What follows belongs to an exercise in optimizing a design on an open flow for small area, a short achievable clock period and few clock cycles; a production flow would make more cautious choices. No functional check of the RTL was part of any run shown here.

File: design/flow/config.mk
export PLATFORM = sky130hd
export DESIGN_NAME = alu_muldiv
export DESIGN_NICKNAME = alu_muldiv
export VERILOG_FILES = /design/flow/design.v
export SDC_FILE = /design/flow/constraint.sdc
export NUM_CORES = 4
export LEC_CHECK = 0
export CAP_MARGIN = 20
export CORE_MARGIN = 2
export CORE_UTILIZATION = 40
export SLEW_MARGIN = 20
File: design/flow/constraint.sdc
create_clock -name core_clock -period 12.0 [get_ports {clk}]
set_input_delay 2.4000 -clock core_clock [delete_from_list [all_inputs] [get_ports {clk}]]
set_output_delay 2.4000 -clock core_clock [all_outputs]
set_load 0.01 [all_outputs]
File: design/flow/design.v
package alu_pkg;
  localparam int unsigned OP_W = 5;
  typedef enum logic [OP_W-1:0] {
    ALU_ADD    = 5'b00000,
    ALU_SUB    = 5'b00001,
    ALU_AND    = 5'b00010,
    ALU_OR     = 5'b00011,
    ALU_XOR    = 5'b00100,
    ALU_SLT    = 5'b00101,
    ALU_SLTU   = 5'b00110,
    ALU_SLL    = 5'b00111,
    ALU_SRL    = 5'b01000,
    ALU_SRA    = 5'b01011,
    ALU_LUI    = 5'b01111,
    ALU_MUL    = 5'b10000,
    ALU_MULH   = 5'b10001,
    ALU_MULHSU = 5'b10010,
    ALU_MULHU  = 5'b10011,
    ALU_DIV    = 5'b10100,
    ALU_DIVU   = 5'b10101,
    ALU_REM    = 5'b10110,
    ALU_REMU   = 5'b10111
  } alu_op_e;
  typedef enum logic [1:0] {
    IDLE = 2'd0,
    MUL  = 2'd1,
    DIV  = 2'd2
  } alu_state_e;
  function automatic logic is_mext(input logic [OP_W-1:0] op);
    is_mext = op[4:3] == 2'b10;
  endfunction
  function automatic logic is_div(input logic [OP_W-1:0] op);
    is_div = op[4:2] == 3'b101;
  endfunction
endpackage
module div_unit #(
  parameter int unsigned LEN = 32
) (
  input  logic [LEN-1:0]         x,
  output logic [$clog2(LEN):0]   lz
);
  always_comb begin
    lz = ($clog2(LEN)+1)'(LEN);
    for (int i = 0; i < LEN; i++)
      if (x[i]) lz = ($clog2(LEN)+1)'(LEN - 1 - i);
  end
endmodule
module alu_muldiv #(
  parameter int unsigned LEN = 32
) (
  input  logic            clk,
  input  logic            rst_n,
  input  logic            flush,
  input  logic            req_valid,
  output logic            req_ready,
  input  logic [alu_pkg::OP_W-1:0] alu_ctrl,
  input  logic [LEN-1:0]  aluop1,
  input  logic [LEN-1:0]  aluop2,
  output logic            resp_valid,
  output logic [LEN-1:0]  aluout,
  output logic            zero
);
  localparam int unsigned SHAMT_W = $clog2(LEN);
  localparam int unsigned K       = 8;             
  localparam int unsigned NSTEP   = LEN / K;
  localparam int unsigned W       = LEN + 12;      
  localparam int unsigned DW      = LEN + 2;       
  localparam int unsigned CW      = SHAMT_W + 1;
  typedef enum logic [2:0] {
    S_IDLE = 3'd0,
    S_MUL  = 3'd1,
    S_DSHF = 3'd2,
    S_DIT  = 3'd3,
    S_POST = 3'd4
  } state_e;
  logic                     v_q;
  logic [alu_pkg::OP_W-1:0] op_q;
  logic [LEN-1:0]           a_q, b_q;    
  logic                     sub_q;
  state_e                   state;
  logic [CW-1:0]            cnt;
  logic [W-1:0]             acc_s, acc_c;
  logic                     bprev;       
  logic [1:0]               cout_q;      
  logic                     nlast_q;     
  logic                     corr_q;      
  logic                     q_neg, r_neg;
  logic accept_c;
  assign accept_c = req_valid & req_ready & ~flush;
  logic mext_q, div_q;
  assign mext_q = op_q[4:3] == 2'b10;
  assign div_q  = mext_q & op_q[2];
  logic in_sub_c, in_sll_c;
  logic [LEN-1:0] in_a_c;
  always_comb begin
    in_sub_c = (alu_ctrl == 5'b00001) || (alu_ctrl == 5'b00101) || (alu_ctrl == 5'b00110);
    in_sll_c = alu_ctrl == 5'b00111;
    for (int i = 0; i < LEN; i++) in_a_c[i] = in_sll_c ? aluop1[LEN-1-i] : aluop1[i];
  end
  logic [LEN:0]    sum_c;
  logic            lt_c, ltu_c, b31_c;
  logic [LEN-1:0]  sh_out_c, sll_c;
  logic [LEN-1:0]  base_c;
  always_comb begin
    sum_c = {1'b0, a_q} + {1'b0, b_q} + (LEN+1)'(sub_q);
    b31_c = b_q[LEN-1] ^ sub_q;
    ltu_c = ~sum_c[LEN];
    lt_c  = (a_q[LEN-1] ^ b31_c) ? a_q[LEN-1] : sum_c[LEN-1];
    sh_out_c = LEN'($signed({op_q[3] & op_q[0] & a_q[LEN-1], a_q}) >>> b_q[SHAMT_W-1:0]);
    for (int i = 0; i < LEN; i++) sll_c[i] = sh_out_c[LEN-1-i];
    case (op_q)
      5'b00000, 5'b00001: base_c = sum_c[LEN-1:0];
      5'b00010: base_c = a_q & b_q;
      5'b00011: base_c = a_q | b_q;
      5'b00100: base_c = a_q ^ b_q;
      5'b00101: base_c = LEN'(lt_c);
      5'b00110: base_c = LEN'(ltu_c);
      5'b00111: base_c = sll_c;
      5'b01000, 5'b01011: base_c = sh_out_c;
      5'b01111: base_c = b_q;
      default:  base_c = '0;
    endcase
  end
  function automatic logic [W-1:0] csa_s(input logic [W-1:0] x, y, z);
    csa_s = x ^ y ^ z;
  endfunction
  function automatic logic [W-1:0] csa_c(input logic [W-1:0] x, y, z);
    csa_c = ((x & y) | (x & z) | (y & z)) << 1;
  endfunction
  logic              mfirst_c;
  logic [LEN+1:0]    a34_c;
  logic [W-1:0]      row_c [4];
  logic [3:0]        neg_c;
  logic [W-1:0]      sin_c, cin_c;
  logic [W-1:0]      s1, c1, s2, c2, s3, c3, s4, c4;
  logic [K+1:0]      byte_c;
  always_comb begin
    mfirst_c = state == S_IDLE;
    a34_c    = {{2{(op_q[1:0] != 2'b11) & a_q[LEN-1]}}, a_q};
    for (int j = 0; j < 4; j++) begin
      logic hi, mid, lo, one, two;
      logic [LEN+1:0] m;
      hi  = b_q[2*j+1];
      mid = b_q[2*j];
      lo  = (j == 0) ? (bprev & ~mfirst_c) : b_q[2*j-1];
      one = mid ^ lo;
      two = hi ? (~mid & ~lo) : (mid & lo);
      m   = one ? a34_c : two ? {a34_c[LEN:0], 1'b0} : '0;
      m   = m ^ {(LEN+2){hi}};
      neg_c[j] = hi;
      row_c[j] = W'({{(W-LEN-2){m[LEN+1]}}, m} << (2*j));
    end
    row_c[1][0] = neg_c[0];
    row_c[2][2] = neg_c[1];
    row_c[3][4] = neg_c[2];
    sin_c = mfirst_c ? '0 : W'($signed(acc_s) >>> K);
    cin_c = mfirst_c ? '0 : W'($signed(acc_c) >>> K);
    s1 = csa_s(row_c[0], row_c[1], row_c[2]);
    c1 = csa_c(row_c[0], row_c[1], row_c[2]);
    s2 = csa_s(row_c[3], sin_c, cin_c);
    c2 = csa_c(row_c[3], sin_c, cin_c);
    s3 = csa_s(s1, c1, s2);
    c3 = csa_c(s1, c1, s2);
    s4 = csa_s(s3, c3, c2);
    c4 = csa_c(s3, c3, c2);
    byte_c = (K+2)'(acc_s[K-1:0]) + (K+2)'(acc_c[K-1:0]) + (K+2)'({nlast_q, 6'b0}) + (K+2)'(cout_q);
  end
  logic               sgn_c;
  logic [LEN-1:0]     lza_in_c, lzb_in_c, amag_c, bmag_c;
  logic [CW-1:0]      lza_c, lzb_c;
  logic [CW:0]        dsh_c;
  logic               bz_c;
  logic [DW:0]        diff_c;
  always_comb begin
    sgn_c    = ~op_q[0];
    lza_in_c = (sgn_c & a_q[LEN-1]) ? ~a_q : a_q;
    lzb_in_c = (sgn_c & b_q[LEN-1]) ? ~b_q : b_q;
    amag_c   = (sgn_c & a_q[LEN-1]) ? -a_q : a_q;
    bmag_c   = (sgn_c & b_q[LEN-1]) ? -b_q : b_q;
    bz_c     = b_q == '0;
    dsh_c    = {1'b0, lzb_c} - {1'b0, lza_c} + (CW+1)'(sgn_c & a_q[LEN-1]);
    diff_c   = {1'b0, acc_s[DW-1:0]} - {1'b0, acc_c[DW-1:0]};
  end
  div_unit #(.LEN(LEN)) u_lza (.x(lza_in_c), .lz(lza_c));
  div_unit #(.LEN(LEN)) u_lzb (.x(lzb_in_c), .lz(lzb_c));
  logic [LEN-1:0] dx_c, post_c;
  logic [W-1:0]   tot_c, corr_c;
  always_comb begin
    corr_c = corr_q ? W'({a34_c, 8'b0}) : '0;
    corr_c[6]   = nlast_q;
    corr_c[1:0] = cout_q;
    tot_c  = acc_s + acc_c + corr_c;
    dx_c   = op_q[1] ? acc_s[LEN-1:0] : b_q;
    if (div_q) post_c = (op_q[1] ? r_neg : q_neg) ? -dx_c : dx_c;
    else if (op_q[1:0] != 2'b00) post_c = tot_c[LEN+K-1:K];
    else post_c = {tot_c[K-1:0], b_q[LEN-1:K]};
  end
  logic           wr_c;
  logic [LEN-1:0] out_c;
  always_comb begin
    wr_c  = (state == S_IDLE && v_q && !mext_q) || state == S_POST;
    out_c = (state == S_POST) ? post_c : base_c;
  end
  always_ff @(posedge clk or negedge rst_n) begin
    if (!rst_n) begin
      state      <= S_IDLE;
      req_ready  <= 1'b1;
      resp_valid <= 1'b0;
      v_q        <= 1'b0;
      cnt        <= '0;
    end else begin
      resp_valid <= wr_c & ~flush;
      v_q        <= accept_c;
      if (flush) begin
        state     <= S_IDLE;
        req_ready <= 1'b1;
      end else begin
        if (accept_c) req_ready <= alu_ctrl[4:3] != 2'b10;
        case (state)
          S_IDLE: begin
            if (v_q && mext_q) begin
              if (!div_q) begin
                state <= S_MUL;
                cnt   <= CW'(1);
              end else if (bz_c || dsh_c[CW]) begin
                state     <= S_POST;
                req_ready <= 1'b1;
              end else begin
                state <= S_DSHF;
                cnt   <= dsh_c[CW-1:0];
              end
            end
          end
          S_MUL: begin
            cnt <= cnt + CW'(1);
            if (cnt == CW'(NSTEP-1)) begin
              state     <= S_POST;
              req_ready <= 1'b1;
            end
          end
          S_DSHF: state <= S_DIT;
          S_DIT: begin
            cnt <= cnt - CW'(1);
            if (cnt == '0) begin
              state     <= S_POST;
              req_ready <= 1'b1;
            end
          end
          default: state <= S_IDLE;
        endcase
      end
    end
  end
  always_ff @(posedge clk) begin
    if (req_ready) begin
      op_q  <= alu_ctrl;
      a_q   <= in_a_c;
      b_q   <= in_sub_c ? ~aluop2 : aluop2;
      sub_q <= in_sub_c;
    end else if (state == S_MUL || (state == S_IDLE && v_q && mext_q && !div_q)) begin
      b_q   <= {byte_c[K-1:0], b_q[LEN-1:K]};
    end else if (state == S_IDLE && v_q && div_q) begin
      b_q   <= bz_c ? '1 : '0;
    end else if (state == S_DIT) begin
      b_q   <= {b_q[LEN-2:0], ~diff_c[DW]};
    end
    if (wr_c) begin
      aluout <= out_c;
      zero   <= out_c == '0;
    end
    if (state == S_IDLE && v_q && mext_q && !div_q) begin
      corr_q <= (op_q[1] == 1'b1) & b_q[LEN-1];
    end
    if (state == S_MUL || (state == S_IDLE && !div_q)) begin
      acc_s   <= s4;
      acc_c   <= c4;
      bprev   <= b_q[K-1];
      nlast_q <= neg_c[3];
      cout_q  <= mfirst_c ? 2'b00 : byte_c[K+1:K];
    end else if (state == S_IDLE) begin
      acc_s <= W'(amag_c);
      acc_c <= W'(bmag_c);
      q_neg <= sgn_c & (a_q[LEN-1] ^ b_q[LEN-1]) & ~bz_c;
      r_neg <= sgn_c & a_q[LEN-1];
    end else if (state == S_DSHF) begin
      acc_c <= W'(acc_c[DW-1:0] << cnt);
    end else if (state == S_DIT) begin
      if (!diff_c[DW]) acc_s <= W'(diff_c[DW-1:0]);
      acc_c <= W'(acc_c[DW-1:0] >> 1);
    end
  end
endmodule
File: design/flow/run.sh
#!/bin/bash
# synth_recipe.tcl (not shown) runs the flow's synth.tcl, then flattens the netlist and writes it again
# the make line also repeats each setting of config.mk as NAME=value (left out here)
make -C /OpenROAD-flow-scripts/flow DESIGN_CONFIG=/design/flow/config.mk WORK_HOME=/design/flow/orfs CLKGATE_MAP_FILE= SYNTH_SCRIPT=/design/flow/synth_recipe.tcl finish
==> run summary, run 1 <==
CTS:
- The clock-pin slew on the worst setup and hold paths is 0.06 ns.
- The later pin in the worst-skew pair is clocked with a latency of 0.62 ns.
- The hold buffer count at CTS is 0.
- CTS placed an instance of sky130_fd_sc_hd__clkbuf_16 at the clock tree root.
- The sink count of the clock tree is 206.
- In this run the number of H-tree levels came out at 1.
- The TritonCTS buffer count is 28.
- The CTS tree is built.
- The number of gates resized after cts is 0.
- The buffer count from post-CTS setup fixing is 0.
- Counting along the longest clock path gives a buffer depth of 3.

Critical path:
- For this design, the slowest cell found on the critical path is sky130_fd_sc_hd__inv_1.
- In this run the worst path has a maximum fanout of 38.
- The worst setup path is of the reg -> reg kind.
- The required time of the critical path is 12.48 ns.
- The critical path starts at op_q[0].
- The stage delay of the slowest cell on the critical path is 0.73 ns.
- The most prevalent standard cell on the critical path is sky130_fd_sc_hd__a221oi_1.
- The startpoint type of the worst setup path is a register.
- The startpoint identified for the worst register-to-register timing path is op_q[0].
- The data arrival at the endpoint of the critical path is 7.74 ns.
- The endpoint type of the worst setup path is a register.

STA:
- The max-slew violation count is 0.
- The worst path in the final design needs a cycle of 7.260 ns, including I/O delays and setup.
- The final worst-path cycle share is 0.6050.
- For the final database, setup skew stands at 0.02913 ns.
- The timing-limited maximum frequency is 0.1377 GHz.
- The number of endpoints with negative hold slack in the final report is 0.
- The remaining max-slew budget at the tightest pin is 0.1070.
- For the pin with the worst max-slew slack, the measured transition is 1.332 ns.
- Setup repair after global routing left no endpoint under its margin.
- Setup violations remaining at the end of the flow were counted as 0.
- The final total negative setup slack is 0 ns.

Placement:
- The congestion estimate from routability-driven global placement came to 1.091.
- Once placement completed, the tool counted placed cells totaling 5096.
- Summing all placed instances gives a cell area of 35480 µm².
- Port buffering added 107 buffers.
- The wire-length estimate of the detail-placed layout is 122700 µm.

Floorplanning:
- The standard cell core area is 82240 µm².
- The initial standard-cell utilization of the core is 0.4045.
- In this run the count of I/O pins placed on the die edge is 108.
- The total number of placement rows is 105.
- The die extent in y is 292.4 µm.
- The chip width is 292.4 µm.
- The die area is 85500 µm².

Min path:
- The worst hold path belongs to the class reg -> reg.
- In this run the most critical hold path is launched from acc_c[0].

Logic synthesis:
- In the synthesized netlist the async set-or-reset flop fraction comes to 0.05825.
- The count of distinct cell types in the synthesized netlist is 90.
- The most used standard cell by instance count after synthesis is sky130_fd_sc_hd__nand2_1.
- Ranked by total cell area, the synthesized netlist is headed by sky130_fd_sc_hd__edfxtp_1 17%, sky130_fd_sc_hd__fa_1 11%, sky130_fd_sc_hd__xnor2_1 7.7%, sky130_fd_sc_hd__ha_1 6.6%, sky130_fd_sc_hd__a21oi_1 4.8%.
- Yosys printed 3 warnings.
- Of the post-synthesis cell area, the dominant cell type holds 0.1742.
- The library cell with the largest summed area after synthesis is sky130_fd_sc_hd__edfxtp_1.
- The cell area that synthesis handed to floorplanning was 33270 µm².
- The count of mapped cells out of synthesis is 4127.
- The most instantiated flip-flop cell in the synthesis netlist is sky130_fd_sc_hd__edfxtp_1.
- The commonest cells after synthesis are 409 x sky130_fd_sc_hd__nand2_1, 327 x sky130_fd_sc_hd__inv_1, 321 x sky130_fd_sc_hd__a21oi_1.
- The mean post-synth cell area is 8.062 µm².
- The number of nets in the synthesized netlist is 4563.
- The synthesized design contains 193 enable-type register cells.
- For this run, the register share of the synthesized area comes to 0.1839.
- Counting flops and latches in the post-synthesis netlist gives 206.

Finish:
- The layout overhead on the synthesized area is 9.503%.
- The count of cells in the finished layout, fillers not included, comes to 5151.
- The fraction of final layout cells with drive strength greater than 1 is 0.07849.
- The area of all placed cells without fillers is 36430 µm².
- The utilization of the core after routing is 0.4430.
- In the final design database the tool counted 4492 nets.

Global routing:
- The number of antenna violations at the first check in global routing is 10.
- The maximum number of pins on one net before global-route repair is 78.
- The via count of the first global-routing pass is 31280.
- The aggregate global routing overflow is 0.
- The first global-routing pass estimated 228500 µm of wire.
- In the global route stage, overall resource usage came out at 0.3675.

Detailed routing:
- The initial DRC count is 5508.
- The number of vias in the routed layout is 34110.
- The total wire length is 161700 µm.
- In the routed design, unresolved DRC markers number 0.
- The first TritonRoute pass finished after 9 iterations.
- Dividing the detail-routed via count by the number of cells gives 6.622.
- The wire length per cell after detailed routing is 31.40 µm.
- The final antenna-violating net count is 0.

Run:
- Across the run, the number of max-cap violations was 0.

Run status:
- The run finished with no timing, DRC or antenna violations.
layer usage:
layer,part of all wire,vias to the layer above,track usage
li1,-,14600,-
met1,0.39,16470,0.5018
met2,0.39,2549,0.5004
met3,0.14,484,0.1166
met4,0.075,6,0.2255
met5,0.00025,-,0
worst max-delay path: cells and delay by family, from the launching register on:
kind	cells	cell delay [ns]
AO/OA/AOI/OAI	17	3.30
AND/OR/NAND/NOR	8	1.30
buffers and inverters	2	1.00
adder cells (fa/ha/maj)	2	0.73
flip-flops	1	0.65
XOR/XNOR	1	0.14
path summary, 6_finish.rpt:
path | end | slack, ns | cells past startpoint
worst max register to register | cnt[1] | 4.74 | 30
worst max-delay path | cnt[1] | 4.74 | 30
max in group asynchronous | cnt[0] | 9.30 | 1
min in group asynchronous | state[2] | 2.21 | 1
worst min-delay path | acc_c[0] | 0.74 | 3
worst min register to register | acc_c[0] | 0.74 | 3
cell families (layout without fill, tap and decap cells):
group / after synthesis / in the layout / synth area share
other cells: 0 / 4 / 0
simple gates: 1120 / 1120 / 0.1526
fa+ha+maj: 364 / 364 / 0.1790
compound gates: 1250 / 1250 / 0.2434
xor+xnor: 330 / 330 / 0.08687
flops: 206 / 206 / 0.1839
mux: 183 / 183 / 0.07698
buf+inv: 674 / 624 / 0.07728
per-stage QoR:
stage	setup WS (ns)	hold WS [ns]
after floorplan	6.374	0.4550
after global placement	4.977	0.7118
after detailed placement	4.976	0.7228
after CTS	4.956	0.7325
after global routing	4.125	0.7757
final	4.740	0.7357
layout make-up:
| class | instances | area [µm²] |
|---|---|---|
| fillers | 8289 | 45810 |
| multi-input cells | 3247 | 24730 |
| flip-flops and latches | 206 | 6122 |
| repair buffers | 236 | 2039 |
| well taps | 1070 | 1339 |
| inverters | 337 | 1265 |
| clock buffers | 31 | 711.9 |
| clock inverters | 20 | 220.2 |
| diodes | 4 | 10.01 |
state kept, by name, indices dropped and copies added (netlist names), 2 cells and up:
name	cells
acc_c	44
cnt	6
aluout	32
a_q	32
op_q	5
acc_s	41
state	3
cout_q	2
b_q	32
placed cells by master, fill, tap and decap left out, drive strengths merged, types with 35 or more instances in the layout:
cell           synthesis  final
a211oi                60     60
a21o                  63     63
a21oi                321    321
a221oi                59     59
a22oi                151    151
a31oi                 47     47
and2                  60     60
buf                   75    129
clkdlybuf4s50          0    107
edfxtp               193    193
fa                   187    187
ha                   176    176
inv                  331    332
mux2                  43     43
mux2i                 86     86
mux4                  54     54
nand2                409    409
nand3                 73     73
nor2                 313    313
nor3                  87     87
o211ai                35     35
o21ai                274    274
o22ai                 41     41
xnor2                292    292
xor2                  38     38
==> run 2, diff against run 1 <==
--- a/design/flow/design.v
+++ b/design/flow/design.v
@@ -41,6 +41,24 @@
 );
+  localparam int unsigned LW = $clog2(LEN);
+  logic [LEN-1:0] v [LW+1];
+  logic [LW-1:0]  c [LW+1][LEN];
   always_comb begin
-    lz = ($clog2(LEN)+1)'(LEN);
-    for (int i = 0; i < LEN; i++)
-      if (x[i]) lz = ($clog2(LEN)+1)'(LEN - 1 - i);
+    for (int i = 0; i < LEN; i++) begin
+      v[0][i] = x[i];
+      c[0][i] = '0;
+    end
+    for (int l = 1; l <= LW; l++) begin
+      for (int i = 0; i < (LEN >> l); i++) begin
+        v[l][i] = v[l-1][2*i+1] | v[l-1][2*i];
+        c[l][i] = '0;
+        for (int k = 0; k < l - 1; k++)
+          c[l][i][k] = v[l-1][2*i+1] ? c[l-1][2*i+1][k] : c[l-1][2*i][k];
+        c[l][i][l-1] = ~v[l-1][2*i+1];
+      end
+      for (int i = (LEN >> l); i < LEN; i++) begin
+        v[l][i] = 1'b0;
+        c[l][i] = '0;
+      end
+    end
+    lz = v[LW][0] ? {1'b0, c[LW][0]} : ($clog2(LEN)+1)'(LEN);
   end
@@ -68,9 +86,2 @@
   localparam int unsigned CW      = SHAMT_W + 1;
-  typedef enum logic [2:0] {
-    S_IDLE = 3'd0,
-    S_MUL  = 3'd1,
-    S_DSHF = 3'd2,
-    S_DIT  = 3'd3,
-    S_POST = 3'd4
-  } state_e;
   logic                     v_q;
@@ -79,3 +90,3 @@
   logic                     sub_q;
-  state_e                   state;
+  logic st_idle, st_mul, st_dshf, st_dit, st_post;
   logic [CW-1:0]            cnt;
@@ -137,3 +148,3 @@
   always_comb begin
-    mfirst_c = state == S_IDLE;
+    mfirst_c = st_idle;
     a34_c    = {{2{(op_q[1:0] != 2'b11) & a_q[LEN-1]}}, a_q};
@@ -200,4 +211,4 @@
   always_comb begin
-    wr_c  = (state == S_IDLE && v_q && !mext_q) || state == S_POST;
-    out_c = (state == S_POST) ? post_c : base_c;
+    wr_c  = (st_idle && v_q && !mext_q) || st_post;
+    out_c = (st_post) ? post_c : base_c;
   end
@@ -205,3 +216,7 @@
     if (!rst_n) begin
-      state      <= S_IDLE;
+      st_idle    <= 1'b1;
+      st_mul     <= 1'b0;
+      st_dshf    <= 1'b0;
+      st_dit     <= 1'b0;
+      st_post    <= 1'b0;
       req_ready  <= 1'b1;
@@ -214,3 +229,7 @@
       if (flush) begin
-        state     <= S_IDLE;
+        st_idle   <= 1'b1;
+        st_mul    <= 1'b0;
+        st_dshf   <= 1'b0;
+        st_dit    <= 1'b0;
+        st_post   <= 1'b0;
         req_ready <= 1'b1;
@@ -218,34 +237,39 @@
         if (accept_c) req_ready <= alu_ctrl[4:3] != 2'b10;
-        case (state)
-          S_IDLE: begin
-            if (v_q && mext_q) begin
-              if (!div_q) begin
-                state <= S_MUL;
-                cnt   <= CW'(1);
-              end else if (bz_c || dsh_c[CW]) begin
-                state     <= S_POST;
-                req_ready <= 1'b1;
-              end else begin
-                state <= S_DSHF;
-                cnt   <= dsh_c[CW-1:0];
-              end
-            end
+        if (st_idle && v_q && mext_q) begin
+          st_idle <= 1'b0;
+          if (!div_q) begin
+            st_mul <= 1'b1;
+            cnt    <= CW'(1);
+          end else if (bz_c || dsh_c[CW]) begin
+            st_post   <= 1'b1;
+            req_ready <= 1'b1;
+          end else begin
+            st_dshf <= 1'b1;
+            cnt     <= dsh_c[CW-1:0];
           end
-          S_MUL: begin
-            cnt <= cnt + CW'(1);
-            if (cnt == CW'(NSTEP-1)) begin
-              state     <= S_POST;
-              req_ready <= 1'b1;
-            end
+        end
+        if (st_mul) begin
+          cnt <= cnt + CW'(1);
+          if (cnt == CW'(NSTEP-1)) begin
+            st_mul    <= 1'b0;
+            st_post   <= 1'b1;
+            req_ready <= 1'b1;
           end
-          S_DSHF: state <= S_DIT;
-          S_DIT: begin
-            cnt <= cnt - CW'(1);
-            if (cnt == '0) begin
-              state     <= S_POST;
-              req_ready <= 1'b1;
-            end
+        end
+        if (st_dshf) begin
+          st_dshf <= 1'b0;
+          st_dit  <= 1'b1;
+        end
+        if (st_dit) begin
+          cnt <= cnt - CW'(1);
+          if (cnt == '0) begin
+            st_dit    <= 1'b0;
+            st_post   <= 1'b1;
+            req_ready <= 1'b1;
           end
-          default: state <= S_IDLE;
-        endcase
+        end
+        if (st_post) begin
+          st_post <= 1'b0;
+          st_idle <= 1'b1;
+        end
       end
@@ -259,7 +283,7 @@
       sub_q <= in_sub_c;
-    end else if (state == S_MUL || (state == S_IDLE && v_q && mext_q && !div_q)) begin
+    end else if (st_mul || (st_idle && v_q && mext_q && !div_q)) begin
       b_q   <= {byte_c[K-1:0], b_q[LEN-1:K]};
-    end else if (state == S_IDLE && v_q && div_q) begin
+    end else if (st_idle && v_q && div_q) begin
       b_q   <= bz_c ? '1 : '0;
-    end else if (state == S_DIT) begin
+    end else if (st_dit) begin
       b_q   <= {b_q[LEN-2:0], ~diff_c[DW]};
@@ -270,6 +294,6 @@
     end
-    if (state == S_IDLE && v_q && mext_q && !div_q) begin
+    if (st_idle && v_q && mext_q && !div_q) begin
       corr_q <= (op_q[1] == 1'b1) & b_q[LEN-1];
     end
-    if (state == S_MUL || (state == S_IDLE && !div_q)) begin
+    if (st_mul || (st_idle && !div_q)) begin
       acc_s   <= s4;
@@ -279,3 +303,3 @@
       cout_q  <= mfirst_c ? 2'b00 : byte_c[K+1:K];
-    end else if (state == S_IDLE) begin
+    end else if (st_idle) begin
       acc_s <= W'(amag_c);
@@ -284,5 +308,5 @@
       r_neg <= sgn_c & a_q[LEN-1];
-    end else if (state == S_DSHF) begin
+    end else if (st_dshf) begin
       acc_c <= W'(acc_c[DW-1:0] << cnt);
-    end else if (state == S_DIT) begin
+    end else if (st_dit) begin
       if (!diff_c[DW]) acc_s <= W'(diff_c[DW-1:0]);
==> design/flow/flow/run.sh (new file) <==
#!/bin/bash
# Own flow: the standard layout (standard.sh: unchanged synthesis, floorplan, placement, CTS,
# routing), with the same SDC and clock period, but with timing repair asked to leave a larger
# setup margin so that the resizer keeps working on paths shorter than the clock period.
# ORFS writes each step's full log under orfs/logs/; make's own output goes to standard.log.
set -euo pipefail
export SETUP_SLACK_MARGIN=8
bash standard.sh > standard.log 2>&1
==> design/flow/standard.sh (new file) <==
#!/bin/bash
# synth_recipe.tcl (not shown) runs the flow's synth.tcl, then flattens the netlist and writes it again
# the make line also repeats each setting of config.mk as NAME=value (left out here)
make -C /OpenROAD-flow-scripts/flow DESIGN_CONFIG=/design/flow/config.mk WORK_HOME=/design/flow/orfs CLKGATE_MAP_FILE= SYNTH_SCRIPT=/design/flow/synth_recipe.tcl "${@:-finish}"
removed: design/flow/run.sh
==> run summary, run 2 <==
Run status:
- The flow ran to the end and the layout has no timing, DRC or antenna violations.

Min path:
- The worst min-delay path startpoint is cnt[5].
- The class of the worst hold path is reg -> reg.
- The cell depth of the worst hold path is 1 (-2).
- The worst-case hold path end point is cnt[5].

Detailed routing:
- The wire length per cell after detailed routing came to 35.22 µm (+12%).
- The final antenna-violating net count is 0 (unchanged).
- The total wire length is 200300 µm (+24%).
- The average vias per placed instance is 6.848 (+3.4%).
- The total DRC errors in the routed layout came to 0 (unchanged).
- The first-pass iteration count of the detailed router is 10 (+1).
- The initial DRC count is 6126 (+11%).
- The number of vias in the routed layout is 38940 (+14%).

Finish:
- The fraction of final layout cells with drive strength greater than 1 was 0.2156 (+0.1372).
- The most common cell after layout, fill and taps aside is sky130_fd_sc_hd__nand2_1.
- The layout overhead on the synthesized area is 25.75%.
- The final net count is 4938 (+9.9%).
- The library cells used most frequently in the layout, excluding fill and tap cells, are 363 x sky130_fd_sc_hd__nand2_1, 336 x sky130_fd_sc_hd__a21oi_1, 314 x sky130_fd_sc_hd__nor2_1.
- The largest registers in the layout are acc_c: 44 flops, acc_s: 41 flops.
- The register with the most flip-flops in the final layout is acc_c.
- The flip-flop count of the largest register, all copies and words added is 44 (unchanged).

STA:
- Setup repair after global routing could not meet its margin everywhere.
- The transition time at the pin with the least slew margin came to 1.284 ns (-0.04722 ns).
- The final worst clock skew is 0.05000 ns (+0.02087 ns).
- The minimum hold slack is 0.5600 ns (-0.1757 ns).
- The remaining max-slew budget at the tightest pin is 0.1317 (+0.02477).
- The timing-limited maximum frequency is 0.1954 GHz (+42%).
- The clock period minus worst slack was 5.117 ns (-2.143 ns).
- The final worst-path cycle share was 0.4264 (-0.1786).
- The count of final setup violators is 0 (unchanged).
- The number of endpoints with negative hold slack in the final report is 0 (unchanged).
- The max-slew violation count is 0 (unchanged).
- The final total negative setup slack came to 0 ns (unchanged).

CTS:
- The root buffer cell chosen for the clock tree is sky130_fd_sc_hd__clkbuf_16.
- TritonCTS built the clock tree.
- The TritonCTS buffer count is 29 (+3.6%).
- The hold buffer count at CTS is 0 (unchanged).
- The maximum buffer depth of the clock tree is 3 (unchanged).
- The clock latency reported for the late side of the worst-skew pair was 0.67 ns (+0.05 ns).
- The number of H-tree levels is 1 (unchanged).
- The sink count of the clock tree is 208 (+0.97%).
- The clock-pin slew on the worst setup and hold paths is 0.06 ns (about the same).

Critical path:
- The stage delay of the slowest cell on the critical path is 0.44 ns (-0.29 ns).
- The worst setup path is captured at a register.
- The number of cells traversed by the worst register-to-register path was 24 (-20%).
- The data arrival at the endpoint of the critical path is 5.64 ns (-2.10 ns).
- The maximum net fanout on the critical path is 35 (-7.9%).
- The endpoint of the most critical register-to-register path is cnt[5].
- The slowest stage of the critical path belongs to the cell sky130_fd_sc_hd__a222oi_1.
- The startpoint type of the worst setup path is a register.
- The setup slack on the worst flop-to-flop path is 6.88 ns (+2.14 ns).
- The setup path with the least slack is of type reg -> reg.
- The required time of the critical path is 12.52 ns (+0.04 ns).
- The startpoint identified for the worst register-to-register timing path is b_q[7].
- The critical path goes through buf_4 -> inv_2 -> buf_12 -> nand3_1 -> a222oi_1 -> a21oi_1 -> nand2_1 -> a21oi_1 -> o221ai_1 -> a31oi_1 -> ha_1 -> inv_1 -> fa_2 -> nor2b_4 -> o21ai_2 -> nand2b_1 -> a21o_1 -> a21oi_2 -> xor2_1 -> nor2_2 -> o21ai_4 -> a21o_4 -> a21o_1 -> a211o_1.

Logic synthesis:
- The count of yosys warnings during synthesis is 5 (+2).
- The fraction of registers with async set or reset after synthesis was 0.06731 (+0.009055).
- The count of mapped cells out of synthesis is 4352 (+5.5%).
- In the synthesized netlist, the cells that appear most often are 372 x sky130_fd_sc_hd__nand2_1, 359 x sky130_fd_sc_hd__a21oi_1, 346 x sky130_fd_sc_hd__nor2_1.
- By area the synthesized netlist is led by sky130_fd_sc_hd__edfxtp_1 17%, sky130_fd_sc_hd__fa_1 11%, sky130_fd_sc_hd__xnor2_1 6.7%, sky130_fd_sc_hd__ha_1 6.3%, sky130_fd_sc_hd__a21oi_1 5.2%.
- The sequential share of the synthesized area is 0.1775 (-0.006406).
- The library cell with the largest summed area after synthesis is sky130_fd_sc_hd__edfxtp_1.
- The number of nets produced by synthesis is 4787 (+4.9%).
- The mean post-synth cell area is 7.987 µm² (-0.92%).
- The count of distinct cell types in the synthesized netlist is 94 (+4.4%).
- By instance count, the leading cell after synthesis is sky130_fd_sc_hd__nand2_1.
- The synthesis-stage register bit count is 208 (+0.97%).
- The mapped cell area is 34760 µm² (+4.5%).
- The fraction of post-synthesis cell area in the top cell type by area was 0.1667 (-0.007468).
- The number of enable-type register cells in the synthesized netlist is 193 (unchanged).
- The most instantiated flip-flop cell in the synthesis netlist is sky130_fd_sc_hd__edfxtp_1.

Floorplanning:
- The initial standard-cell utilization of the core is 0.4019 (-0.002610).
- The die area came to 89280 µm² (+4.4%).
- The chip width is 298.8 µm (+2.2%).
- The number of I/O pins is 108 (unchanged).
- The standard cell core area is 86480 µm² (+5.2%).
- The total number of placement rows was 108 (+2.9%).
- The die extent in y is 298.8 µm (+2.2%).

Run:
- The max-capacitance violation count is 0 (unchanged).

Global routing:
- The via count of the first global-routing pass is 35770 (+14%).
- The maximum number of pins on one net before global-route repair is 83 (+6.4%).
- The global routing usage summed across all routing layers came to 0.4296 (+0.06213).
- The aggregate global routing overflow is 0 (unchanged).
- The wire length of the first global-routing pass is 274600 µm (+20%).
- The number of antenna violations at the first check in global routing is 14 (+4).

Placement:
- The total of buffers placed on input and output ports was 107 (unchanged).
- The estimated wirelength of the detail-placed design is 139200 µm (+13%).
- The final RePlAce weighted congestion is 1.038 (-4.9%).
-- run 2: how the worst max path moves through the flow --
stage               slack [ns]      to  cells after the start     from
global placement          5.89  cnt[3]                     28  op_q[0]
floorplan                 7.47  cnt[2]                     27   a_q[6]
finish                    6.88  cnt[5]                     24   b_q[7]
detailed placement        5.86  cnt[2]                     28  op_q[0]
global route              6.69  cnt[2]                     27   a_q[5]
CTS                       7.05  cnt[5]                     27   a_q[6]
-- run 2: layout make-up --
class / count / area [µm²]
antenna: 5 / 12.51
clock buffer: 34 / 764.5
clock inverter: 20 / 315.3
fill: 8269 / 42770
inverter: 342 / 1415
multi-input combinational: 3435 / 28200
sequential: 208 / 6182
tap: 1155 / 1445
timing repair buffer: 486 / 5358
timing repair inverter: 1 / 16.27
-- run 2: worst max-delay path, delay by kind of cell, from the launching register on --
kind	cells	cell delay, ns
flip-flops	1	0.35
buffers and inverters	4	0.82
adder cells (fa/ha/maj)	2	0.78
AND/OR/NAND/NOR	5	0.91
XOR/XNOR	1	0.15
AO/OA/AOI/OAI	12	1.96
-- run 2: cells by family (layout without fill, tap and decap cells) --
logic type	Yosys count	in the layout	share of synthesized area
multiplexers	191	191	0.07393
buffers and inverters	713	883	0.07814
XOR/XNOR	309	309	0.07786
AND/OR/NAND/NOR	1230	1233	0.1679
adder cells (fa/ha/maj)	362	362	0.1705
flip-flops	208	208	0.1775
AO/OA/AOI/OAI	1339	1340	0.2542
other	0	5	0
-- run 2: what timing repair did --
| item | 4_1_cts | 5_1_grt |
|---|---|---|
| cloned | 30 | 5 |
| pin swaps | 111 | 147 |
| resized for setup | 370 | 249 |
| setup endpoints to repair | 196 | 172 |
| buffers inserted | 160 | 60 |
| hold endpoints to repair | 0 | 0 |
-- run 2: routing by layer --
layer / share of wire / GRT usage / vias up / routed length [µm]
met4: 0.087 / 0.2852 / 20 / 17430
li1: - / - / 16040 / -
met3: 0.14 / 0.1562 / 825 / 28340
met2: 0.40 / 0.6019 / 3070 / 79860
met1: 0.37 / 0.5514 / 18990 / 74110
met5: 0.0027 / 0.008995 / - / 531
-- run 2: stage by stage --
step / std cells / worst slack (ns) / util / instance area [µm²]
floorplan: 4352 / 7.473 / - / 35180
global placement: 5369 / 5.889 / 0.4286 / 37070
detailed placement: 5371 / 5.862 / 0.4290 / 37100
CTS: 5615 / 7.053 / 0.4861 / 42040
global route: 5683 / 6.688 / 0.5054 / 43700
finish: 5686 / 6.883 / 0.5054 / 43710

## port drivers added, routing unchanged
In the flow no input, the clock included, has a driving cell. The finished layouts below were timed again as built, in two steps. Step 1 assumes that a clkbuf_16 drives the clock port and a buf_2 every other input. Step 2, shift: input delay + t, output delay - t, t = (earliest + latest rising clock arrival at the registers) / 2. This alone moves slack from input paths to output paths. Three values: no drivers, after step 1, after step 2; two values: the first two.
| run | t, ns | slack for setup (ns) | worst setup path after step 2 |
|---|---|---|---|
| run 1 | 0.671 | 4.740 / 4.740 / 4.740 | register to register |
| run 2 | 0.722 | 6.883 / 6.883 / 6.883 | register to register |
After both steps every run listed still meets setup and hold.
